From an optimization exercise on the open Yosys and OpenROAD flow, aimed at small area, a short achievable clock period and few clock cycles per item; shortcuts taken in it are not production practice.
Only simulation tests tie the RTL to the original design; equivalence was not proved.
Power and IR drop assume default switching activity.

==> design/flow/design.v <==
`timescale 1ns / 1ps
package uvlt_pkg;
  localparam logic [2:0] FUNC_CLEAR  = 3'd0;
  localparam logic [2:0] FUNC_COUNT  = 3'd1;
  localparam logic [2:0] FUNC_SEARCH = 3'd2;
  localparam logic [2:0] FUNC_INSERT = 3'd3;
  localparam logic [2:0] FUNC_DELETE = 3'd4;
  localparam logic [1:0] ST_OK      = 2'd0;
  localparam logic [1:0] ST_PRESENT = 2'd1;
  localparam logic [1:0] ST_MISSING = 2'd2;
  localparam logic [1:0] ST_FULL    = 2'd3;
  typedef struct packed {
    logic        [2:0]  func;
    logic signed [31:0] value;
  } req_t;
  typedef struct packed {
    logic [1:0] status;
    logic [5:0] position;
    logic [6:0] count;
  } rsp_t;
endpackage
`timescale 1ns / 1ps
module uvlt_ctrl #(
  parameter int CAPACITY = 64
) (
  input  logic                clk,
  input  logic                rst,
  input  logic                start,
  input  logic [2:0]          func,
  input  logic [CAPACITY-1:0] eq,
  input  logic                eq_last,
  output logic [CAPACITY-1:0] valid_q,
  output logic [CAPACITY-1:0] shift,
  output logic                busy,
  output logic                done,
  output uvlt_pkg::rsp_t      rsp
);
  localparam int IW = $clog2(CAPACITY);
  localparam int CW = $clog2(CAPACITY + 1);
  localparam int GS = 8;                   
  localparam int NG = CAPACITY / GS;       
  logic [CW-1:0]       count;              
  logic                acc;
  logic                is_clear, is_search, is_insert, is_delete;
  logic                full;
  logic [CAPACITY-1:0] match;
  logic [NG-1:0]       gmatch;             
  localparam int NH = 2;                   
  localparam int GH = NG / NH;             
  assign busy = 1'b0;
  assign acc  = start && !rst;
  assign is_clear  = (func == uvlt_pkg::FUNC_CLEAR);
  assign is_search = (func == uvlt_pkg::FUNC_SEARCH);
  assign is_insert = (func == uvlt_pkg::FUNC_INSERT);
  assign is_delete = (func == uvlt_pkg::FUNC_DELETE);
  logic [NH-1:0]       hit_h_q;
  logic                hitq;
  logic                ins_q, del_q, clr_q;
  logic                app, rem;
  assign hitq = |hit_h_q;
  assign app  = ins_q && !hitq;
  assign rem  = del_q && hitq;
  logic [CAPACITY-1:0] valid;
  always_comb begin
    if (clr_q)    valid = '0;
    else if (app) valid = {valid_q[CAPACITY-2:0], 1'b1};
    else if (rem) valid = {1'b0, valid_q[CAPACITY-1:1]};
    else          valid = valid_q;
  end
  assign full = valid[CAPACITY-1];
  logic [NG-1:0]       gdel_q;
  logic [CAPACITY-1:0] inpre_q;
  always_comb begin
    logic [NG-1:0] gbelow;
    gbelow[0] = 1'b0;
    for (int g = 1; g < NG; g++) begin
      gbelow[g] = gbelow[g-1] | gdel_q[g-1];
    end
    for (int i = 0; i < CAPACITY; i++) begin
      shift[i] = gbelow[i / GS] | inpre_q[i];
    end
  end
  logic          fwd;                      
  logic [IW-1:0] fwd_pos;
  always_comb begin
    for (int i = 0; i < CAPACITY; i++) begin
      if (shift[i]) match[i] = valid_q[i] && valid[i] && ((i + 1 < CAPACITY) ? eq[(i + 1) % CAPACITY] : 1'b0);
      else          match[i] = valid_q[i] && valid[i] && eq[i];
    end
  end
  assign fwd     = app && eq_last;
  assign fwd_pos = IW'(count - CW'(1));
  always_comb begin
    for (int g = 0; g < NG; g++) begin
      gmatch[g] = |match[g*GS +: GS];
    end
  end
  logic [NH-1:0]       hit_h;
  logic [NH-1:0][IW-1:0] pos_h;
  always_comb begin
    for (int h = 0; h < NH; h++) begin
      hit_h[h] = (|gmatch[h*GH +: GH]) || (h == 0 && fwd);
      pos_h[h] = (h == 0 && fwd) ? fwd_pos : '0;
      for (int g = h * GH; g < (h + 1) * GH; g++) begin
        if (gmatch[g]) pos_h[h][IW-1:$clog2(GS)] = pos_h[h][IW-1:$clog2(GS)] | ($clog2(NG))'(g);
      end
      for (int i = h * GH * GS; i < (h + 1) * GH * GS; i++) begin
        if (match[i]) pos_h[h][$clog2(GS)-1:0] = pos_h[h][$clog2(GS)-1:0] | ($clog2(GS))'(i % GS);
      end
    end
  end
  logic [1:0]          st_hit, st_miss;
  logic [IW-1:0]       pos_miss;
  logic [CW-1:0]       cnt_hit, cnt_miss;
  logic                uses_pos;
  logic                uses_pos_q;
  logic [NH-1:0][IW-1:0] pos_h_q;
  logic [IW-1:0]       pos_miss_q;
  logic [1:0]          st_hit_q, st_miss_q;
  logic [CW-1:0]       cnt_hit_q, cnt_miss_q;
  assign uses_pos = is_search || is_insert || is_delete;
  assign count    = hitq ? cnt_hit_q : cnt_miss_q;
  always_comb begin
    st_hit     = uvlt_pkg::ST_OK;
    st_miss    = uvlt_pkg::ST_OK;
    pos_miss   = '0;
    cnt_hit    = count;
    cnt_miss   = count;
    if (is_clear) begin
      cnt_hit    = '0;
      cnt_miss   = '0;
    end else if (is_search) begin
      st_miss = uvlt_pkg::ST_MISSING;
    end else if (is_insert) begin
      st_hit = uvlt_pkg::ST_PRESENT;
      if (full) begin
        st_miss = uvlt_pkg::ST_FULL;
      end else begin
        pos_miss   = count[IW-1:0];
        cnt_miss   = count + CW'(1);
      end
    end else if (is_delete) begin
      st_miss   = uvlt_pkg::ST_MISSING;
      cnt_hit   = count - CW'(1);
    end
  end
  always_ff @(posedge clk) begin
    if (rst) begin
      valid_q <= '0;
      ins_q   <= 1'b0;
      del_q   <= 1'b0;
      clr_q   <= 1'b0;
      gdel_q  <= '0;
      inpre_q <= '0;
    end else begin
      valid_q <= valid;
      ins_q   <= acc && is_insert && !full;
      del_q   <= acc && is_delete;
      clr_q   <= acc && is_clear;
      for (int g = 0; g < NG; g++) begin
        gdel_q[g] <= acc && is_delete && gmatch[g];
      end
      for (int i = 0; i < CAPACITY; i++) begin
        inpre_q[i] <= acc && is_delete
                      && ((|(match[(i / GS) * GS +: GS] & GS'((2 << (i % GS)) - 1)))
                          || (fwd && !valid_q[i]));
      end
    end
  end
  always_ff @(posedge clk) begin
    if (rst) begin
      hit_h_q    <= '0;
      cnt_hit_q  <= '0;
      cnt_miss_q <= '0;
    end else if (acc) begin
      hit_h_q    <= hit_h;
      cnt_hit_q  <= cnt_hit;
      cnt_miss_q <= cnt_miss;
    end
  end
  always_ff @(posedge clk) begin
    if (rst) begin
      done <= 1'b0;
    end else begin
      done <= acc;
    end
  end
  always_ff @(posedge clk) begin
    uses_pos_q <= uses_pos;
    for (int h = 0; h < NH; h++) begin
      pos_h_q[h] <= pos_h[h];
    end
    pos_miss_q <= pos_miss;
    st_hit_q   <= st_hit;
    st_miss_q  <= st_miss;
  end
  always_comb begin
    logic [IW-1:0] pos_any;
    pos_any = '0;
    for (int h = 0; h < NH; h++) begin
      pos_any = pos_any | pos_h_q[h];
    end
    rsp.status   = hitq ? st_hit_q : st_miss_q;
    rsp.position = (hitq && uses_pos_q) ? 6'(pos_any) : (hitq ? 6'(0) : 6'(pos_miss_q));
    rsp.count    = 7'(count);
  end
endmodule
`timescale 1ns / 1ps
module uvlt_datapath #(
  parameter int CAPACITY = 64
) (
  input  logic                clk,
  input  logic [31:0]         value,
  input  logic [CAPACITY-1:0] valid_q,
  input  logic [CAPACITY-1:0] shift,
  output logic [CAPACITY-1:0] eq,
  output logic                eq_last
);
  logic [31:0] value_q;
  always_ff @(posedge clk) begin
    value_q <= value;
  end
  assign eq_last = (value_q == value);
  logic [31:0] mem [CAPACITY];
  for (genvar i = 0; i < CAPACITY; i++) begin : g_ent
    localparam logic [31:0] INV = (i % 2 == 1) ? '1 : '0;
    assign eq[i] = (mem[i] == (value ^ INV));
    always_ff @(posedge clk) begin
      if (!valid_q[i]) begin
        mem[i] <= value_q ^ INV;
      end else if (shift[i]) begin
        if (i + 1 < CAPACITY) mem[i] <= ~mem[(i + 1) % CAPACITY];
      end
    end
  end
endmodule
`timescale 1ns / 1ps
module unique_value_list_table_unit #(
  parameter int CAPACITY = 64
) (
  input  logic            clk,
  input  logic            rst,
  input  logic            start,
  output logic            busy,
  input  uvlt_pkg::req_t  req,
  output logic            done,
  output uvlt_pkg::rsp_t  rsp
);
  logic [CAPACITY-1:0] valid_q;
  logic [CAPACITY-1:0] shift;
  logic [CAPACITY-1:0] eq;
  logic                eq_last;
  uvlt_ctrl #(
    .CAPACITY (CAPACITY)
  ) u_ctrl (
    .clk   (clk),
    .rst   (rst),
    .start (start),
    .func  (req.func),
    .eq      (eq),
    .eq_last (eq_last),
    .valid_q (valid_q),
    .shift   (shift),
    .busy    (busy),
    .done  (done),
    .rsp   (rsp)
  );
  uvlt_datapath #(
    .CAPACITY (CAPACITY)
  ) u_datapath (
    .clk   (clk),
    .value   (req.value),
    .valid_q (valid_q),
    .shift   (shift),
    .eq      (eq),
    .eq_last (eq_last)
  );
endmodule
==> design/flow/flow/run.sh <==
#!/bin/bash
set -euo pipefail
cd "$(dirname "${BASH_SOURCE[0]}")/.."
slow=""
for c in nor4_1 nor4_2 nor4_4 nor4b_1 nor4b_2 nor4b_4 nor4bb_1 nor4bb_2 nor4bb_4 \
         or4_1 or4_2 or4_4 or4b_1 or4b_2 or4b_4 or4bb_1 or4bb_2 or4bb_4 \
         a2111o_1 a2111o_2 a2111o_4 a2111oi_0 a2111oi_1 a2111oi_2 a2111oi_4 \
         o2111a_1 o2111a_2 o2111a_4 o2111ai_1 o2111ai_2 o2111ai_4 \
         nor3b_1 nor3b_2 nor3b_4 or3b_1 or3b_2 or3b_4; do
  slow="$slow sky130_fd_sc_hd__$c"
done
# the platform's own list, as make evaluates it
platform=$(make -s -C "$FLOW_HOME" DESIGN_CONFIG="$PWD/config.mk" WORK_HOME="$PWD/du_probe" \
  print-DONT_USE_CELLS 2> du_probe.log | sed -n 's/^DONT_USE_CELLS: //p')
rm -rf du_probe
[[ -n "$platform" ]] || { echo "no platform don't-use list" >&2; exit 1; }
export FLOW_FLOW_DONT_USE="$platform $slow"
echo "$FLOW_FLOW_DONT_USE" > dont_use.txt
# standard.sh with the don't-use list on its make command line
sed 's/^make -C /make DONT_USE_CELLS="$FLOW_FLOW_DONT_USE" -C /' standard.sh > standard_du.sh
grep -q 'DONT_USE_CELLS="$FLOW_FLOW_DONT_USE"' standard_du.sh
bash standard_du.sh > flow_make.log 2>&1
==> design/flow/standard.sh <==
#!/bin/bash
# synth_recipe.tcl (not shown) runs the flow's synth.tcl, then flattens the netlist and writes it again
# the make line also repeats each setting of config.mk as NAME=value (left out here)
make -C /OpenROAD-flow-scripts/flow DESIGN_CONFIG=/design/flow/config.mk WORK_HOME=/design/flow/orfs CLKGATE_MAP_FILE= SYNTH_SCRIPT=/design/flow/synth_recipe.tcl "${@:-finish}"
==> design/flow/config.mk <==
export PLATFORM = sky130hd
export DESIGN_NAME = unique_value_list_table_unit
export DESIGN_NICKNAME = unique_value_list_table_unit
export VERILOG_FILES = /design/flow/design.v
export SDC_FILE = /design/flow/constraint.sdc
export NUM_CORES = 4
export LEC_CHECK = 0
export CAP_MARGIN = 20
export CORE_MARGIN = 2
export CORE_UTILIZATION = 55
export CTS_CLUSTER_DIAMETER = 100
export CTS_CLUSTER_SIZE = 20
export SETUP_SLACK_MARGIN = 2.0
export SLEW_MARGIN = 20
export TNS_END_PERCENT = 5
==> design/flow/constraint.sdc <==
create_clock -name core_clock -period 5.0 [get_ports {clk}]
set_input_delay 1.0000 -clock core_clock [delete_from_list [all_inputs] [get_ports {clk}]]
set_output_delay 1.0000 -clock core_clock [all_outputs]
set_load 0.01 [all_outputs]
==> results of run 1 <==
[worst paths after layout]
path	start	end	slack (ps)	cells past startpoint
max reg2reg	u_ctrl.gdel_q[1]	u_ctrl.hit_h_q[1]	1860	9
min reg2reg	u_ctrl.valid_q[43]	u_ctrl.valid_q[42]	480	2
min	req[3]	u_datapath.value_q[3]	480	1
max	req[10]	u_ctrl.pos_h_q[0]	1770	10
[placed cells by master (no fill, tap or decap), types with 211 or more instances in the layout]
cell type	Yosys	layout
edfxtp_1	2048	2048
buf_4	150	328
xnor2_1	1061	1061
nand4_1	213	213
and4_1	452	451
mux2i_1	1019	1014
nor2_1	1250	1246
a21oi_1	1041	1041
nand2_1	225	211
xor2_1	1031	1031
[flip-flops by register name (all words and copies together) (netlist names), 2 cells and up]
register	count
u_datapath.mem	2048
u_ctrl.inpre_q	64
u_ctrl.valid_q	64
u_datapath.value_q	32
u_ctrl.pos_h_q	12
u_ctrl.cnt_hit_q	7
u_ctrl.cnt_miss_q	7
u_ctrl.gdel_q	7
u_ctrl.pos_miss_q	6
u_ctrl.hit_h_q	2
u_ctrl.st_miss_q	2
[cells by family (layout without fill, tap and decap cells)]
family          count (synthesis)  in the layout  synth area share, %
mux                          1023           1023                 8.63
other cells                     1              5              0.00316
flops                        2257           2257                 55.3
fa+ha+maj                       2              2               0.0211
xor+xnor                     2092           2092                 15.4
simple gates                 2463           2466                 10.8
compound gates               1272           1273                 5.84
buf+inv                       990            779                 3.89
[area by class of cell]
class / instances / area (um2)
sequential: 2257 / 65900
clock buffer: 220 / 3870
clock inverter: 9 / 45.0
antenna: 4 / 10.0
multi-input combinational: 6857 / 48700
timing repair buffer: 453 / 4350
tap: 2838 / 3550
inverter: 97 / 374
fill: 17479 / 87800
[report_power, final]
group / internal, mW / total, mW / switching (mW)
Sequential: 21.9 / 23.4 / 1.45
Combinational: 1.89 / 4.81 / 2.92
Clock: 5.33 / 11.9 / 6.61
Total: 29.1 / 40.1 / 11.0
[layer usage]
layer | vias to the layer above | part of all wire (%) | global-route usage [%]
met2 | 5327 | 44 | 60.6
met5 | - | 0.034 | 0
met3 | 958 | 11 | 8.45
li1 | 35228 | - | -
met4 | 16 | 4.9 | 16.6
met1 | 42215 | 40 | 56.3
[repair_timing]
item	in CTS	in global routing
setup buffers	44	3
cloned	6	0
pin swaps	9	6
gates resized for setup	156	25
endpoints found under the setup margin	175	54
==> flow_summary.yaml, run 1 <==
place:
  dpl_cell_area_um2: 122000
  gp_congestion: 0.956
  hpwl_um: 298000
  preCtsSetupSlack_ps: 770
  numPortBuffers: 53
  dpl.cell_count: 12449
sta:
  holdWs_ps: 481
  report.final.slew_viol_count: 0
  finalSetupTns_ps: 0
  setup_viol: 0
  hold_violations: 0
  fin_crit_ps: 3230
  slew_headroom_pct: 21.1
  worst_pin_slew_ps: 1180
  fin_ws_ps: 1770
  rsz0062_at_grt: "yes"
  fin_worst_skew_ps: 33.4
  fmax_mhz: 309
  post-route-period-util_pct: 64.6
cts:
  clockRootBuffer: "clkbuf_16"
  cts_tree: "yes"
  clkTransAtPathRegs_ps: 90
  cts.path.max_buffers: 3
  htree_num_levels: 4
  clkSinkCount: 2257
  ctsHoldBuffers: 0
  insertion_delay_ps: 850
  cts_inserted_buffers: 131
drt:
  first_iter_violations: 12547
  wirelength_um: 447000
  post-route-drc-count: 0
  first_pass_iters: 6
  ant_nets: 0
  viasPerCell: 6.58
  wire_per_inst_um: 35.1
  vias: 83744
yosys:
  yosysSeqAreaShare_pct: 55.3
  synthTopCellsByArea: "edfxtp_1 52%, mux2i_1 8.6%, xnor2_1 7.8%"
  ys_seq_elements: 2257
  synth_warnings: 3
  synth-main-ff-cell: "edfxtp_1"
  synth.avg_cell_area_um2: 11.8
  synth_top_area_share_pct: 51.8
  syn_inst: 10100
  synth_nets: 10140
  synthArstFlopShare_pct: 0
  synth_area_leader_cell: "edfxtp_1"
  syn_area_um2: 119000
  synth_edf_count: 2048
  synth_cell_types: 67
  ys_top_cells_by_count: "2048 x edfxtp_1, 1250 x nor2_1, 1061 x xnor2_1"
  yosysMostFrequentCell: "edfxtp_1"
floorplanning:
  die_area_um2: 220000
  initial_core_util_pct: 55.3
  placementRows: 170
  io_pins: 55
  die_w_um: 469
  die_y_um: 469
  core_area_um2: 215000
grt:
  antenna_found_initial: 24
  grt_max_degree: 73
  grt_pass1_vias: 79527
  grt_pass1_wl_um: 622000
  overflow: 0
  track_usage_pct: 40.1
setup_path:
  path_common_cell: "buf_4"
  slowest_delay_ps: 450
  endpoint_kind: "register"
  cp_cell_sequence: "buf_8 -> buf_4 -> buf_4 -> xor2_1 -> nor3_1 -> nand4_1 -> buf_4 -> o21ai_0 -> nor3_1 -> nand3_1"
  crit_fanout: 31
  cp_top_family: "buffers and inverters"
  crit_type: "primary input to register"
  critPathLaunchType: "primary input"
  cpMaxStageDelayCell: "buf_4"
  cp.arrival_ps: 3950
  required_ps: 5720
  worst-path-buf-inv: 4
finish:
  final_core_util_pct: 59.1
  finalNetCount: 9837
  fin_area_um2: 127000
  drive_gt1_share_pct: 7.88
  instances_no_fill: 12735
  syn_to_final_growth_pct: 6.80
power_and_ir_drop:
  total_power_mw: 40.1
  p_leak_nw: 43.8
  pwr_density_cell_nw_per_um2: 316
  peakVddDrop_v: 0.000376
hold_path:
  min_path_type: "primary input to register"
run:
  drv_cap: 0
run_status:
  status: "complete, no violations"
Testbench counts, summed over its fixed seeds: cycles 12,008, ops 12,000.
==> inputs of run 2 (changes only) <==
--- a/design/flow/config.mk
+++ b/design/flow/config.mk
@@ -7,9 +7,9 @@
 export LEC_CHECK = 0
 export CAP_MARGIN = 20
 export CORE_MARGIN = 2
-export CORE_UTILIZATION = 55
-export CTS_CLUSTER_DIAMETER = 100
-export CTS_CLUSTER_SIZE = 20
+export CORE_UTILIZATION = 40
+export CTS_CLUSTER_DIAMETER = 110
+export CTS_CLUSTER_SIZE = 24
 export SETUP_SLACK_MARGIN = 2.0
 export SLEW_MARGIN = 20
 export TNS_END_PERCENT = 5
==> run 2 against run 1 <==
  * Still clean
  * Register-to-register slack lost 95 ps
  * Largest cell class unchanged
  * Count of clock-buffer cells in the layout shrank 28
  * Via count shrank 1.4%
  * Critical path type is now register to register
  * Sequential share of layout area shrank 0.45 points
  * Die area grew 37%
  * First-iteration DRC count shrank 0.93%
  * Critical path depth grew 10
  * Clock skew grew 47 ps
  * Non-clock buffer count grew 53
  * Cell count grew 8.8%
==> flow_summary.yaml, run 2 <==
sta:
  setup_viol: 0
  rsz0062_at_grt: "yes"
  post-route-period-util_pct: 64.7
  worst_pin_slew_ps: 1250
  fin_worst_skew_ps: 80.4
  slew_headroom_pct: 16.7
  fin_crit_ps: 3240
  hold_violations: 0
  fmax_mhz: 309
  report.final.slew_viol_count: 0
  finalSetupTns_ps: 0
yosys:
  synth.avg_cell_area_um2: 11.8
  synth-main-ff-cell: "edfxtp_1"
  synth_nets: 10140
  yosysSeqAreaShare_pct: 55.3
  synth_top_area_share_pct: 51.8
  synth_area_leader_cell: "edfxtp_1"
  syn_inst: 10100
  synth_warnings: 3
  synthTopCellsByArea: "edfxtp_1 52%, mux2i_1 8.6%, xnor2_1 7.8%"
  syn_area_um2: 119000
  synth_cell_types: 67
  synthArstFlopShare_pct: 0
  ys_seq_elements: 2257
  yosysMostFrequentCell: "edfxtp_1"
  ys_top_cells_by_count: "2048 x edfxtp_1, 1250 x nor2_1, 1061 x xnor2_1"
  synth_edf_count: 2048
finish:
  n_fill_cell: 27350
  multi_input_area_um2: 48700
  mostFrequentLayoutCells: "2048 x edfxtp_1, 1247 x nor2_1, 1060 x xnor2_1"
  largest_reg_flops: 2048
  syn_to_final_growth_pct: 7.76
  fin_area_um2: 128000
  ff_latch_area_um2: 65900
  drive_gt1_share_pct: 8.37
  reg_top3: "u_datapath.mem x2048, u_ctrl.inpre_q x64, u_ctrl.valid_q x64"
  largest_register: "u_datapath.mem"
  finalNetCount: 9863
  layout_commonest_cell: "edfxtp_1"
drt:
  ant_nets: 0
  post-route-drc-count: 0
  wirelength_um: 437000
  vias: 82533
  viasPerCell: 5.95
  wire_per_inst_um: 31.5
  first_pass_iters: 8
  first_iter_violations: 12430
cts:
  ctsHoldBuffers: 0
  clkSinkCount: 2257
  clockRootBuffer: "clkbuf_16"
  cts_inserted_buffers: 106
  cts_tree: "yes"
  insertion_delay_ps: 860
  clkTransAtPathRegs_ps: 100
  cts.path.max_buffers: 3
  htree_num_levels: 3
setup_path:
  required_ps: 5670
  crit_type: "register to register"
  cp.arrival_ps: 3910
  crit_fanout: 4
  endpoint_kind: "register"
  critPathLaunchType: "register"
place:
  numPortBuffers: 53
  hpwl_um: 292000
  gp_congestion: 0.945
  dpl_cell_area_um2: 124000
grt:
  grt_max_degree: 73
  antenna_found_initial: 26
  overflow: 0
  grt_pass1_wl_um: 609000
  track_usage_pct: 28.1
  grt_pass1_vias: 79489
floorplanning:
  initial_core_util_pct: 40.1
  die_area_um2: 301000
  placementRows: 200
  core_area_um2: 296000
  die_w_um: 549
  die_y_um: 549
  io_pins: 55
run_status:
  status: "complete, no violations"
hold_path:
  min_path_type: "register to register"
power_and_ir_drop:
  pwr_density_cell_nw_per_um2: 304
  p_leak_nw: 43.7
  peakVddDrop_v: 0.000276
run:
  drv_cap: 0
==> run 2: cell counts after synthesis <==
Identical to the previous run, type by type.
==> run 2: worst paths after layout <==
path,startpoint,end,slack (ps),depth (start not counted)
worst max-delay path,u_ctrl.hit_h_q[0],u_ctrl.cnt_hit_q[6],1760,20
worst min-delay path,u_ctrl.valid_q[59],u_ctrl.valid_q[58],480,2
worst max register to register,u_ctrl.hit_h_q[0],u_ctrl.cnt_hit_q[6],1760,20
worst min register to register,u_ctrl.valid_q[59],u_ctrl.valid_q[58],480,2
==> run 2: cells by family after synthesis <==
family                   share of synthesized area [%]
AND/OR/NAND/NOR                                   10.8
flip-flops                                        55.3
XOR/XNOR                                          15.4
AO/OA/AOI/OAI                                     5.84
multiplexers                                      8.63
buffers and inverters                             3.89
adder cells (fa/ha/maj)                         0.0211
other                                          0.00316
==> run 2: worst max-delay path: stages (launching register included) <==
cell     delay [ps]
dfxtp_4         390
nor2_4          240
buf_12          170
mux2i_4         250
inv_2            70
buf_6           110
buf_4           120
buf_4           120
buf_4           120
buf_4           120
buf_4           120
buf_4           120
buf_4           120
buf_4           120
buf_4           120
buf_4           130
buf_6           110
buf_6           110
xnor2_2         130
a21oi_1         170
nor2_1           70
==> run 2: cell type report <==
| type | instances | share of cell area, % |
|---|---|---|
| Tap cell | 3939 | 3.85 |
| Timing Repair Buffer | 506 | 3.72 |
| Clock inverter | 10 | 0.109 |
| Antenna cell | 6 | 0.0117 |
| Clock buffer | 192 | 2.41 |
| Multi-Input combinational cell | 6855 | 38.1 |
| Sequential cell | 2257 | 51.5 |
| Inverter | 97 | 0.293 |
==> run 2: timing repair <==
item / in CTS / in global routing
setup endpoints to repair: 202 / 117
cloned: 1 / 4
buffers inserted: 47 / 23
pin swaps: 8 / 17
resized for setup: 133 / 79
==> run 2: routing by layer <==
metal | GRT usage, % | vias to the layer above | part of all wire (%) | wire (um)
met3 | 5.64 | 916 | 10 | 45100
met5 | 0 | - | 0.026 | 115
li1 | - | 35299 | - | -
met1 | 37.9 | 41525 | 40 | 174000
met2 | 44.4 | 4777 | 45 | 197000
met4 | 10.9 | 16 | 4.8 | 21000
==> run 2: power by group <==
group	total (mW)	switching [mW]	leakage, nW	internal (mW)
logic	4.79	2.88	18.8	1.91
clock network	10.7	6.47	1.53	4.26
registers	23.3	1.41	23.4	21.9
==> run 2: per-stage QoR <==
| stage | power [mW] | setup WS [ps] | cells | hold WS [ps] | util (%) |
|---|---|---|---|---|---|
| floorplan | 26.1 | 2100 | 10100 | 464 | - |
| CTS | 38.7 | 1800 | 13829 | 420 | 43.0 |
| detailed placement | 28.3 | 744 | 13579 | 467 | 41.8 |
| global route | 39.8 | 1730 | 13859 | 447 | 43.2 |
| finish | 38.8 | 1760 | 13862 | 483 | 43.2 |
| global placement | 28.3 | 740 | 13579 | 462 | 41.8 |

## port drivers added, routing unchanged
In the flow no input, the clock included, has a driving cell. The finished layouts below were timed again as built, in two steps. Step 1: set_driving_cell puts a clkbuf_16 on clk and a buf_2 on each other input, an assumption about the parent block. Step 2 times the ports against the registers' clock, not the clock port: input delays grow and output delays shrink by t, the midpoint of the rising clock arrivals with the driver on. a / b / c = ideal / step 1 / step 2; a / b = the first two.
| run | t, ns | setup slack, ns | clock arrival spread, ns |
|---|---|---|---|
| run 1 | 0.913 | 1.768 / 1.735 / 0.885 | 0.037 / 0.037 |
| run 2 | 0.928 | 1.765 / 1.697 / 0.890 | 0.083 / 0.083 |
After both steps setup and hold are still met in every run listed. The setup slack of run 1, which loses most, moves by -0.033 ns with the drivers and by -0.883 ns with both steps.
